This is an optimization exercise on Yosys and OpenROAD, whose aim is small area, not a production implementation.
RTL that was checked went through simulation tests only; none was proved equivalent to the original.
No activity file was given, so power comes from the tool's default toggle rates.

==> sierra <==
==> flow/design.v <==
package madd_pkg;
  localparam int WinLen    = 16;
  localparam int WinLog    = $clog2(WinLen);
  localparam int SmpW      = 16;
  localparam int SumW      = SmpW + WinLog;
  localparam int DevW      = SumW + 1;
  localparam int ThrW      = 15;
  localparam int HoldW     = 8;
  localparam int LimW      = ThrW + WinLog;
  localparam int CfgIdxW   = 1;
  localparam int CfgDataW  = 15;
  localparam int EvtW      = 2;
  localparam int OutTdataW = 8;
  localparam logic [ThrW-1:0]  ThrRst  = ThrW'(768);
  localparam logic [HoldW-1:0] HoldRst = HoldW'(30);
  typedef enum logic [CfgIdxW-1:0] {
    CfgThreshold = 1'b0,
    CfgHoldoff   = 1'b1
  } cfg_idx_e;
  typedef enum logic [EvtW-1:0] {
    EvtNone    = 2'd0,
    EvtBump    = 2'd1,
    EvtPothole = 2'd2
  } evt_e;
  typedef struct packed {
    logic                   vld;
    logic signed [SmpW-1:0] data;
  } cell_t;
endpackage
module madd_cell (
  input  logic                        clk_i,
  input  logic                        en_i,
  input  logic [madd_pkg::SmpW-1:0]   d_i,
  output logic [madd_pkg::SmpW-1:0]   q_o
);
  always_ff @(posedge clk_i) begin
    if (en_i) begin
      q_o <= d_i;
    end
  end
endmodule
module madd_eval (
  input  logic [madd_pkg::SmpW-1:0]  smp_i,
  input  logic [madd_pkg::SumW-1:0]  sum_i,
  input  logic [madd_pkg::ThrW-1:0]  thr_i,
  output logic                       hit_pos_o,
  output logic                       hit_neg_o
);
  localparam int SmpW = madd_pkg::SmpW;
  localparam int SumW = madd_pkg::SumW;
  localparam int ThrW = madd_pkg::ThrW;
  localparam int BW   = SmpW + 2;
  logic [BW-1:0] x, t, q, lo, hi, c_pos, c_neg;
  logic          nz;
  assign x  = {{2{smp_i[SmpW-1]}}, smp_i};
  assign t  = BW'(thr_i);
  assign q  = {{2{sum_i[SumW-1]}}, sum_i[SumW-1:SumW-SmpW]};
  assign nz = |sum_i[SumW-SmpW-1:0];
  assign lo = x + ~t;           
  assign hi = x + t;            
  assign c_pos = lo + ~q + BW'(1);
  assign c_neg = q + ~hi + BW'(nz);
  assign hit_pos_o = !c_pos[BW-1];
  assign hit_neg_o = !c_neg[BW-1];
endmodule
module moving_average_deviation_detector_unit (
  input  logic                               clk_i,
  input  logic                               rst_ni,
  input  logic                               cfg_we_i,
  input  logic [madd_pkg::CfgIdxW-1:0]       cfg_idx_i,
  input  logic [madd_pkg::CfgDataW-1:0]      cfg_wdata_i,
  input  logic                               s_axis_tvalid,
  output logic                               s_axis_tready,
  input  logic [madd_pkg::SmpW-1:0]          s_axis_tdata,   
  output logic                               m_axis_tvalid,
  input  logic                               m_axis_tready,
  output logic [madd_pkg::OutTdataW-1:0]     m_axis_tdata    
);
  localparam int WinLen = madd_pkg::WinLen;
  localparam int SumW   = madd_pkg::SumW;
  localparam int SmpW   = madd_pkg::SmpW;
  localparam int HoldW  = madd_pkg::HoldW;
  logic [madd_pkg::ThrW-1:0] thr_q;
  logic [HoldW-1:0]          hold_len_q;
  always_ff @(posedge clk_i or negedge rst_ni) begin
    if (!rst_ni) begin
      thr_q      <= madd_pkg::ThrRst;
      hold_len_q <= madd_pkg::HoldRst;
    end else if (cfg_we_i) begin
      if (cfg_idx_i == madd_pkg::CfgHoldoff) begin
        hold_len_q <= cfg_wdata_i[HoldW-1:0];
      end else begin
        thr_q <= cfg_wdata_i[madd_pkg::ThrW-1:0];
      end
    end
  end
  logic ovld_q;
  logic accept;
  assign s_axis_tready = !ovld_q || m_axis_tready;
  assign accept        = s_axis_tvalid && s_axis_tready;
  logic [SmpW-1:0] win [WinLen];
  assign win[0] = s_axis_tdata;
  for (genvar k = 0; k < WinLen - 1; k++) begin : g_cell
    madd_cell u_cell (
      .clk_i (clk_i),
      .en_i  (accept),
      .d_i   (win[k]),
      .q_o   (win[k+1])
    );
  end
  logic            fill_q;
  logic [SumW-1:0] sum_q, sum_all, smp_ext, out_ext;
  assign smp_ext = {{(SumW-SmpW){s_axis_tdata[SmpW-1]}}, s_axis_tdata};
  assign out_ext = fill_q ? {{(SumW-SmpW){win[WinLen-1][SmpW-1]}}, win[WinLen-1]} : '0;
  assign sum_all = sum_q + smp_ext;
  always_ff @(posedge clk_i or negedge rst_ni) begin
    if (!rst_ni) begin
      sum_q <= '0;
    end else if (accept) begin
      sum_q <= sum_all - out_ext;
    end
  end
  logic hit_pos, hit_neg;
  madd_eval u_eval (
    .smp_i     (s_axis_tdata),
    .sum_i     (sum_all),
    .thr_i     (thr_q),
    .hit_pos_o (hit_pos),
    .hit_neg_o (hit_neg)
  );
  logic [HoldW-1:0] hold_q;
  madd_pkg::evt_e   evt_q;
  always_ff @(posedge clk_i or negedge rst_ni) begin
    if (!rst_ni) begin
      hold_q <= HoldW'(WinLen - 1);
      fill_q <= 1'b0;
      ovld_q <= 1'b0;
    end else begin
      if (accept) begin
        if (hold_q != '0) begin
          hold_q <= hold_q - 1'b1;
        end else if (hit_pos || hit_neg) begin
          hold_q <= hold_len_q;
        end
        if (hold_q == HoldW'(1)) begin
          fill_q <= 1'b1;
        end
      end
      ovld_q <= accept || (ovld_q && !m_axis_tready);
    end
  end
  always_ff @(posedge clk_i) begin
    if (accept) begin
      if (hold_q != '0) begin
        evt_q <= madd_pkg::EvtNone;
      end else if (hit_pos) begin
        evt_q <= madd_pkg::EvtBump;
      end else if (hit_neg) begin
        evt_q <= madd_pkg::EvtPothole;
      end else begin
        evt_q <= madd_pkg::EvtNone;
      end
    end
  end
  assign m_axis_tvalid = ovld_q;
  assign m_axis_tdata  = madd_pkg::OutTdataW'(evt_q);
endmodule
==> flow/run.sh <==
#!/bin/bash
# synth_recipe.tcl (not shown) runs the flow's synth.tcl, then flattens the netlist and writes it again
# the make line also repeats each setting of config.mk as NAME=value (left out here)
make -C /OpenROAD-flow-scripts/flow DESIGN_CONFIG=/design/flow/config.mk WORK_HOME=/design/flow/orfs CLKGATE_MAP_FILE= SYNTH_SCRIPT=/design/flow/synth_recipe.tcl finish
==> flow/config.mk <==
export PLATFORM = sky130hd
export DESIGN_NAME = moving_average_deviation_detector_unit
export DESIGN_NICKNAME = moving_average_deviation_detector_unit
export VERILOG_FILES = /design/flow/design.v
export SDC_FILE = /design/flow/constraint.sdc
export NUM_CORES = 4
export LEC_CHECK = 0
export CAP_MARGIN = 20
export CORE_MARGIN = 2
export CORE_UTILIZATION = 40
export GPL_TIMING_DRIVEN = 0
export SLEW_MARGIN = 20
==> flow/constraint.sdc <==
create_clock -name core_clock -period 4.5 [get_ports {clk_i}]
set_input_delay 0.9000 -clock core_clock [delete_from_list [all_inputs] [get_ports {clk_i}]]
set_output_delay 0.9000 -clock core_clock [all_outputs]
set_load 0.01 [all_outputs]
==> inputs of pepper, as changes to sierra <==
==> flow/design.v, changed modules only <==
module madd_eval (
  input  logic [madd_pkg::SmpW-1:0]  smp_i,
  input  logic [madd_pkg::SumW-1:0]  sum_i,
  input  logic [madd_pkg::ThrW-1:0]  thr_i,
  output logic                       hit_pos_o,
  output logic                       hit_neg_o
);
  localparam int SmpW = madd_pkg::SmpW;
  localparam int SumW = madd_pkg::SumW;
  localparam int ThrW = madd_pkg::ThrW;
  localparam int CW   = SumW + 3;
  logic signed [CW-1:0] x, r, t, c_pos, c_neg;
  assign x = CW'($signed(smp_i));
  assign r = CW'($signed(sum_i));
  assign t = CW'(thr_i);
  assign c_pos = (x <<< 4) - x - r - (t <<< 4) - CW'(1);
  assign c_neg = (x <<< 4) - x - r + (t <<< 4);
  assign hit_pos_o = !c_pos[CW-1];
  assign hit_neg_o = c_neg[CW-1];
endmodule
module moving_average_deviation_detector_unit (
  input  logic                               clk_i,
  input  logic                               rst_ni,
  input  logic                               cfg_we_i,
  input  logic [madd_pkg::CfgIdxW-1:0]       cfg_idx_i,
  input  logic [madd_pkg::CfgDataW-1:0]      cfg_wdata_i,
  input  logic                               s_axis_tvalid,
  output logic                               s_axis_tready,
  input  logic [madd_pkg::SmpW-1:0]          s_axis_tdata,   
  output logic                               m_axis_tvalid,
  input  logic                               m_axis_tready,
  output logic [madd_pkg::OutTdataW-1:0]     m_axis_tdata    
);
  localparam int WinLen = madd_pkg::WinLen;
  localparam int SumW   = madd_pkg::SumW;
  localparam int SmpW   = madd_pkg::SmpW;
  localparam int HoldW  = madd_pkg::HoldW;
  logic [madd_pkg::ThrW-1:0] thr_q;
  logic [HoldW-1:0]          hold_len_q;
  always_ff @(posedge clk_i or negedge rst_ni) begin
    if (!rst_ni) begin
      thr_q      <= madd_pkg::ThrRst;
      hold_len_q <= madd_pkg::HoldRst;
    end else if (cfg_we_i) begin
      if (cfg_idx_i == madd_pkg::CfgHoldoff) begin
        hold_len_q <= cfg_wdata_i[HoldW-1:0];
      end else begin
        thr_q <= cfg_wdata_i[madd_pkg::ThrW-1:0];
      end
    end
  end
  logic ovld_q;
  logic accept;
  assign s_axis_tready = !ovld_q || m_axis_tready;
  assign accept        = s_axis_tvalid && s_axis_tready;
  logic [SmpW-1:0] win [WinLen];
  assign win[0] = s_axis_tdata;
  for (genvar k = 0; k < WinLen - 1; k++) begin : g_cell
    madd_cell u_cell (
      .clk_i (clk_i),
      .en_i  (accept),
      .d_i   (win[k]),
      .q_o   (win[k+1])
    );
  end
  logic            fill_q;
  logic [SumW-1:0] sum_q, smp_ext, out_ext;
  logic [SmpW-1:0] smp_in, smp_out;
  assign smp_in  = accept ? s_axis_tdata : '0;
  assign smp_out = (accept && fill_q) ? win[WinLen-1] : '0;
  assign smp_ext = {{(SumW-SmpW){smp_in[SmpW-1]}}, smp_in};
  assign out_ext = {{(SumW-SmpW){smp_out[SmpW-1]}}, smp_out};
  always_ff @(posedge clk_i or negedge rst_ni) begin
    if (!rst_ni) begin
      sum_q <= '0;
    end else begin
      sum_q <= sum_q + smp_ext - out_ext;
    end
  end
  logic hit_pos, hit_neg;
  madd_eval u_eval (
    .smp_i     (s_axis_tdata),
    .sum_i     (sum_q),
    .thr_i     (thr_q),
    .hit_pos_o (hit_pos),
    .hit_neg_o (hit_neg)
  );
  logic [HoldW-1:0] hold_q, hold_cur;
  logic             hold_dirty_q, evt_pos_q, evt_neg_q, blank;
  assign hold_cur = (hold_dirty_q && (evt_pos_q || evt_neg_q)) ? hold_len_q : hold_q;
  assign blank    = hold_cur != '0;
  always_ff @(posedge clk_i or negedge rst_ni) begin
    if (!rst_ni) begin
      hold_q       <= HoldW'(WinLen - 1);
      hold_dirty_q <= 1'b0;
      fill_q       <= 1'b0;
      ovld_q       <= 1'b0;
    end else begin
      hold_q       <= hold_cur;
      hold_dirty_q <= accept;
      if (accept) begin
        if (blank) begin
          hold_q <= hold_cur - 1'b1;
        end
        if (hold_cur == HoldW'(1)) begin
          fill_q <= 1'b1;
        end
      end
      ovld_q <= accept || (ovld_q && !m_axis_tready);
    end
  end
  always_ff @(posedge clk_i) begin
    if (accept) begin
      evt_pos_q <= hit_pos && !blank;
      evt_neg_q <= hit_neg && !blank;
    end
  end
  assign m_axis_tvalid = ovld_q;
  assign m_axis_tdata  = madd_pkg::OutTdataW'({evt_neg_q, evt_pos_q});
endmodule
- CORE_UTILIZATION: 40 -> 60
- CTS_BUF_LIST: not set -> sky130_fd_sc_hd__clkbuf_8
- CTS_CLUSTER_SIZE: not set -> 30
==> inputs of xenon, as changes to sierra <==
==> flow/design.v, changed modules only <==
module madd_eval (
  input  logic [madd_pkg::SmpW-1:0]  smp_i,
  input  logic [madd_pkg::SumW-1:0]  sum_i,
  input  logic [madd_pkg::ThrW-1:0]  thr_i,
  output logic                       hit_pos_o,
  output logic                       hit_neg_o
);
  localparam int SmpW = madd_pkg::SmpW;
  localparam int SumW = madd_pkg::SumW;
  localparam int ThrW = madd_pkg::ThrW;
  localparam int CW   = SumW + 2;
  logic signed [CW-1:0] x, r, t, m, k_pos, k_neg;
  assign x = CW'($signed(smp_i));
  assign r = CW'($signed(sum_i));
  assign t = CW'(thr_i);
  assign m     = (x <<< 4) - x;
  assign k_pos = r + (t <<< 4);
  assign k_neg = r - (t <<< 4);
  assign hit_pos_o = m > k_pos;
  assign hit_neg_o = m < k_neg;
endmodule
module moving_average_deviation_detector_unit (
  input  logic                               clk_i,
  input  logic                               rst_ni,
  input  logic                               cfg_we_i,
  input  logic [madd_pkg::CfgIdxW-1:0]       cfg_idx_i,
  input  logic [madd_pkg::CfgDataW-1:0]      cfg_wdata_i,
  input  logic                               s_axis_tvalid,
  output logic                               s_axis_tready,
  input  logic [madd_pkg::SmpW-1:0]          s_axis_tdata,   
  output logic                               m_axis_tvalid,
  input  logic                               m_axis_tready,
  output logic [madd_pkg::OutTdataW-1:0]     m_axis_tdata    
);
  localparam int WinLen = madd_pkg::WinLen;
  localparam int SumW   = madd_pkg::SumW;
  localparam int SmpW   = madd_pkg::SmpW;
  localparam int HoldW  = madd_pkg::HoldW;
  logic [madd_pkg::ThrW-1:0] thr_q;
  logic [HoldW-1:0]          hold_len_q;
  always_ff @(posedge clk_i or negedge rst_ni) begin
    if (!rst_ni) begin
      thr_q      <= madd_pkg::ThrRst;
      hold_len_q <= madd_pkg::HoldRst;
    end else if (cfg_we_i) begin
      if (cfg_idx_i == madd_pkg::CfgHoldoff) begin
        hold_len_q <= cfg_wdata_i[HoldW-1:0];
      end else begin
        thr_q <= cfg_wdata_i[madd_pkg::ThrW-1:0];
      end
    end
  end
  logic ovld_q;
  logic accept;
  assign s_axis_tready = !ovld_q || m_axis_tready;
  assign accept        = s_axis_tvalid && s_axis_tready;
  logic [SmpW-1:0] win [WinLen];
  assign win[0] = s_axis_tdata;
  for (genvar k = 0; k < WinLen - 1; k++) begin : g_cell
    madd_cell u_cell (
      .clk_i (clk_i),
      .en_i  (accept),
      .d_i   (win[k]),
      .q_o   (win[k+1])
    );
  end
  logic            fill_q;
  logic [SumW-1:0] sum_q, sum_all, smp_ext, out_ext;
  assign smp_ext = {{(SumW-SmpW){s_axis_tdata[SmpW-1]}}, s_axis_tdata};
  assign out_ext = fill_q ? {{(SumW-SmpW){win[WinLen-1][SmpW-1]}}, win[WinLen-1]} : '0;
  assign sum_all = sum_q + smp_ext;
  always_ff @(posedge clk_i or negedge rst_ni) begin
    if (!rst_ni) begin
      sum_q <= '0;
    end else if (accept) begin
      sum_q <= sum_all - out_ext;
    end
  end
  logic hit_pos, hit_neg;
  madd_eval u_eval (
    .smp_i     (s_axis_tdata),
    .sum_i     (sum_q),
    .thr_i     (thr_q),
    .hit_pos_o (hit_pos),
    .hit_neg_o (hit_neg)
  );
  logic [HoldW-1:0] hold_q, hold_cur;
  logic             hold_dirty_q, blank_q, hit_pos_q, hit_neg_q, blank;
  assign hold_cur = (hold_dirty_q && !blank_q && (hit_pos_q || hit_neg_q)) ? hold_len_q : hold_q;
  assign blank    = hold_cur != '0;
  always_ff @(posedge clk_i or negedge rst_ni) begin
    if (!rst_ni) begin
      hold_q       <= HoldW'(WinLen - 1);
      hold_dirty_q <= 1'b0;
      fill_q       <= 1'b0;
      ovld_q       <= 1'b0;
    end else begin
      hold_q       <= hold_cur;
      hold_dirty_q <= accept;
      if (accept) begin
        if (blank) begin
          hold_q <= hold_cur - 1'b1;
        end
        if (hold_cur == HoldW'(1)) begin
          fill_q <= 1'b1;
        end
      end
      ovld_q <= accept || (ovld_q && !m_axis_tready);
    end
  end
  always_ff @(posedge clk_i) begin
    if (accept) begin
      blank_q   <= blank;
      hit_pos_q <= hit_pos;
      hit_neg_q <= hit_neg;
    end
  end
  madd_pkg::evt_e evt;
  always_comb begin
    if (blank_q) begin
      evt = madd_pkg::EvtNone;
    end else if (hit_pos_q) begin
      evt = madd_pkg::EvtBump;
    end else if (hit_neg_q) begin
      evt = madd_pkg::EvtPothole;
    end else begin
      evt = madd_pkg::EvtNone;
    end
  end
  assign m_axis_tvalid = ovld_q;
  assign m_axis_tdata  = madd_pkg::OutTdataW'(evt);
endmodule
- CORE_UTILIZATION: 40 -> 60
- CTS_BUF_LIST: not set -> sky130_fd_sc_hd__clkbuf_8
- CTS_CLUSTER_SIZE: not set -> 30
==> inputs of delta, as changes to sierra <==
==> flow/design.v, changed modules only <==
module madd_eval (
  input  logic signed [madd_pkg::SmpW-1:0]  smp_i,
  input  logic signed [madd_pkg::SumW-1:0]  sum_i,
  input  logic        [madd_pkg::ThrW-1:0]  thr_i,
  output logic                              hit_pos_o,
  output logic                              hit_neg_o
);
  localparam int SmpW = madd_pkg::SmpW;
  localparam int SumW = madd_pkg::SumW;
  localparam int ThrW = madd_pkg::ThrW;
  localparam int EW   = SmpW + 1;
  localparam int CW   = EW + 1;
  logic [SmpW-1:0] q;
  logic            nz;
  logic [EW-1:0]   e;
  logic [CW-1:0]   c_pos, c_neg;
  assign q  = sum_i[SumW-1:SumW-SmpW];
  assign nz = |sum_i[SumW-SmpW-1:0];
  assign e  = {smp_i[SmpW-1], smp_i} + {~q[SmpW-1], ~q};
  assign c_pos = {e[EW-1], e} + {1'b1, 2'b11, ~thr_i} + CW'(1);
  assign c_neg = {~e[EW-1], ~e} + {1'b1, 2'b11, ~thr_i} + CW'(nz);
  assign hit_pos_o = !c_pos[CW-1];
  assign hit_neg_o = !c_neg[CW-1];
endmodule
module moving_average_deviation_detector_unit (
  input  logic                               clk_i,
  input  logic                               rst_ni,
  input  logic                               cfg_we_i,
  input  logic [madd_pkg::CfgIdxW-1:0]       cfg_idx_i,
  input  logic [madd_pkg::CfgDataW-1:0]      cfg_wdata_i,
  input  logic                               s_axis_tvalid,
  output logic                               s_axis_tready,
  input  logic [madd_pkg::SmpW-1:0]          s_axis_tdata,   
  output logic                               m_axis_tvalid,
  input  logic                               m_axis_tready,
  output logic [madd_pkg::OutTdataW-1:0]     m_axis_tdata    
);
  localparam int WinLen = madd_pkg::WinLen;
  localparam int SumW   = madd_pkg::SumW;
  localparam int SmpW   = madd_pkg::SmpW;
  localparam int HoldW  = madd_pkg::HoldW;
  logic [madd_pkg::ThrW-1:0] thr_q;
  logic [HoldW-1:0]          hold_len_q;
  always_ff @(posedge clk_i or negedge rst_ni) begin
    if (!rst_ni) begin
      thr_q      <= madd_pkg::ThrRst;
      hold_len_q <= madd_pkg::HoldRst;
    end else if (cfg_we_i) begin
      if (cfg_idx_i == madd_pkg::CfgHoldoff) begin
        hold_len_q <= cfg_wdata_i[HoldW-1:0];
      end else begin
        thr_q <= cfg_wdata_i[madd_pkg::ThrW-1:0];
      end
    end
  end
  logic ovld_q;
  logic accept;
  assign s_axis_tready = !ovld_q || m_axis_tready;
  assign accept        = s_axis_tvalid && s_axis_tready;
  logic [SmpW-1:0] win [WinLen];
  assign win[0] = s_axis_tdata;
  for (genvar k = 0; k < WinLen - 1; k++) begin : g_cell
    madd_cell u_cell (
      .clk_i (clk_i),
      .en_i  (accept),
      .d_i   (win[k]),
      .q_o   (win[k+1])
    );
  end
  logic                   fill_q;
  logic signed [SumW-1:0] sum_q;
  logic signed [SumW-1:0] sum_all;
  logic [SmpW-1:0]        smp_in, smp_out;
  assign smp_in  = accept ? s_axis_tdata : '0;
  assign smp_out = (accept && fill_q) ? win[WinLen-1] : '0;
  assign sum_all = sum_q + SumW'($signed(smp_in));
  always_ff @(posedge clk_i or negedge rst_ni) begin
    if (!rst_ni) begin
      sum_q <= '0;
    end else begin
      sum_q <= sum_all - SumW'($signed(smp_out));
    end
  end
  logic hit_pos, hit_neg;
  madd_eval u_eval (
    .smp_i     (s_axis_tdata),
    .sum_i     (sum_all),
    .thr_i     (thr_q),
    .hit_pos_o (hit_pos),
    .hit_neg_o (hit_neg)
  );
  logic [HoldW-1:0] hold_q;
  madd_pkg::evt_e   evt_q;
  always_ff @(posedge clk_i or negedge rst_ni) begin
    if (!rst_ni) begin
      hold_q <= HoldW'(WinLen - 1);
      fill_q <= 1'b0;
      ovld_q <= 1'b0;
    end else begin
      if (accept) begin
        if (hold_q != '0) begin
          hold_q <= hold_q - 1'b1;
        end else if (hit_pos || hit_neg) begin
          hold_q <= hold_len_q;
        end
        if (hold_q == HoldW'(1)) begin
          fill_q <= 1'b1;
        end
      end
      ovld_q <= accept || (ovld_q && !m_axis_tready);
    end
  end
  always_ff @(posedge clk_i) begin
    if (accept) begin
      if (hold_q != '0) begin
        evt_q <= madd_pkg::EvtNone;
      end else if (hit_pos) begin
        evt_q <= madd_pkg::EvtBump;
      end else if (hit_neg) begin
        evt_q <= madd_pkg::EvtPothole;
      end else begin
        evt_q <= madd_pkg::EvtNone;
      end
    end
  end
  assign m_axis_tvalid = ovld_q;
  assign m_axis_tdata  = madd_pkg::OutTdataW'(evt_q);
endmodule
- GPL_TIMING_DRIVEN: 0 -> not set
==> run summary <==
* Status: complete, but fails checks
* SO Viols: setup timing
* Final setup fails at 1
* Largest cells by area after synthesis: edfxtp_1 56%, dfrtp_1 8.4%, ha_1 7.7%
* CTS buffer count at 48
* Fin worst setup slack at -0.3188 ns
* CTS clk-pin slew, worst paths at 0.06 ns
* Total power draw at 10.64 mW
* Max FO, Critical Path at 5
* Switching pwr at 3.993 mW
(the above is from pepper)
==> run summary <==
* Status: complete, but fails checks
* Total power draw at 10.85 mW
* CTS clk-pin slew, worst paths at 0.06 ns
* Post-Layout Inst Area at 15,340 µm²
* Fin worst setup slack at -0.3009 ns
* CTS buffer count at 31
* Pwr Density at 707.3 nW/µm²
* CTS Sinks at 295
* Switching pwr at 3.934 mW
* Die W at 184.0 µm
* Final setup fails at 8
* R2r endpoint: hold_q[0]
* LEAKAGE at 5.958 nW
* Max FO, Critical Path at 7
* Largest cells by area after synthesis: edfxtp_1 56%, ha_1 8.7%, dfrtp_1 8.3%
* SO Viols: setup timing
* Commonest non-fill, non-tap cell in the layout: edfxtp_1
(the above is from sierra)
==> run summary <==
* CTS buffer count at 31
* Switching pwr at 5.050 mW
* Largest cells by area after synthesis: edfxtp_1 54%, dfrtp_1 8.1%, ha_1 6.9%
* Adder-cell area share of the yosys netlist at 7.845%
* Clock group at 2.56 mW
* Final setup fails at 17
* CTS clk-pin slew, worst paths at 0.07 ns
* Total power draw at 13.90 mW
* SO Viols: setup timing
* Fin worst setup slack at -2.102 ns
* Max FO, Critical Path at 6
* Status: complete, but fails checks
(the above is from delta)
==> run summary <==
* DRC viols at 0
* Max FO, Critical Path at 10
* Seq cells post-synth at 297
* Total power draw at 9.602 mW
* Met2 Resource Use GR at 32.32%
* Final setup TNS at 0 ns
* Status: no timing/DRC/antenna violations
* Worst hold path class: in -> async
* Switching pwr at 3.373 mW
* CTS clk-pin slew, worst paths at 0.06 ns
* Post-synthesis mux area share at 1.711%
* Clock Skews at 0.01720 ns
* Remaining global-route overflow at 0
* Largest cells by area after synthesis: edfxtp_1 51%, ha_1 8.6%, dfrtp_1 7.8%
* Post-synth top area cell: edfxtp_1
* First-pass GRT wire length at 41,680 µm
* Final setup fails at 0
* Commonest cells post-synth: 243 x edfxtp_1, 114 x inv_1, 98 x ha_1, 63 x nand2_1, 56 x o21ai_0
(the above is from xenon)
No functional check of the RTL was part of sierra and pepper.

==> static timing again, ports no longer ideal <==
In the flow no input, the clock included, has a driving cell. The finished layouts below were timed again as built, in two steps. Step 1: set_driving_cell puts a clkbuf_16 on clk_i and a buf_2 on each other input, an assumption about the parent block. Step 2, shift: input delay + t, output delay - t, t = (earliest + latest rising clock arrival at the registers) / 2. This alone moves slack from input paths to output paths. Slacks: ideal / step 1 / step 2; pairs: ideal / step 1.
run	shift t [ns]	setup slack, ns	worst setup path after step 2
sierra	0.592	-0.301 / -0.302 / -0.894	input to register
pepper	0.600	-0.319 / -0.318 / -0.918	input to register
xenon	0.601	0.171 / 0.171 / -0.363	input to register
delta	0.598	-2.102 / -2.086 / -2.684	input to register
Met with ideal ports but missed after step 2: setup timing in xenon. For pepper, which loses most, drivers alone change the setup slack by +0.001 ns; drivers and shift together by -0.599 ns.
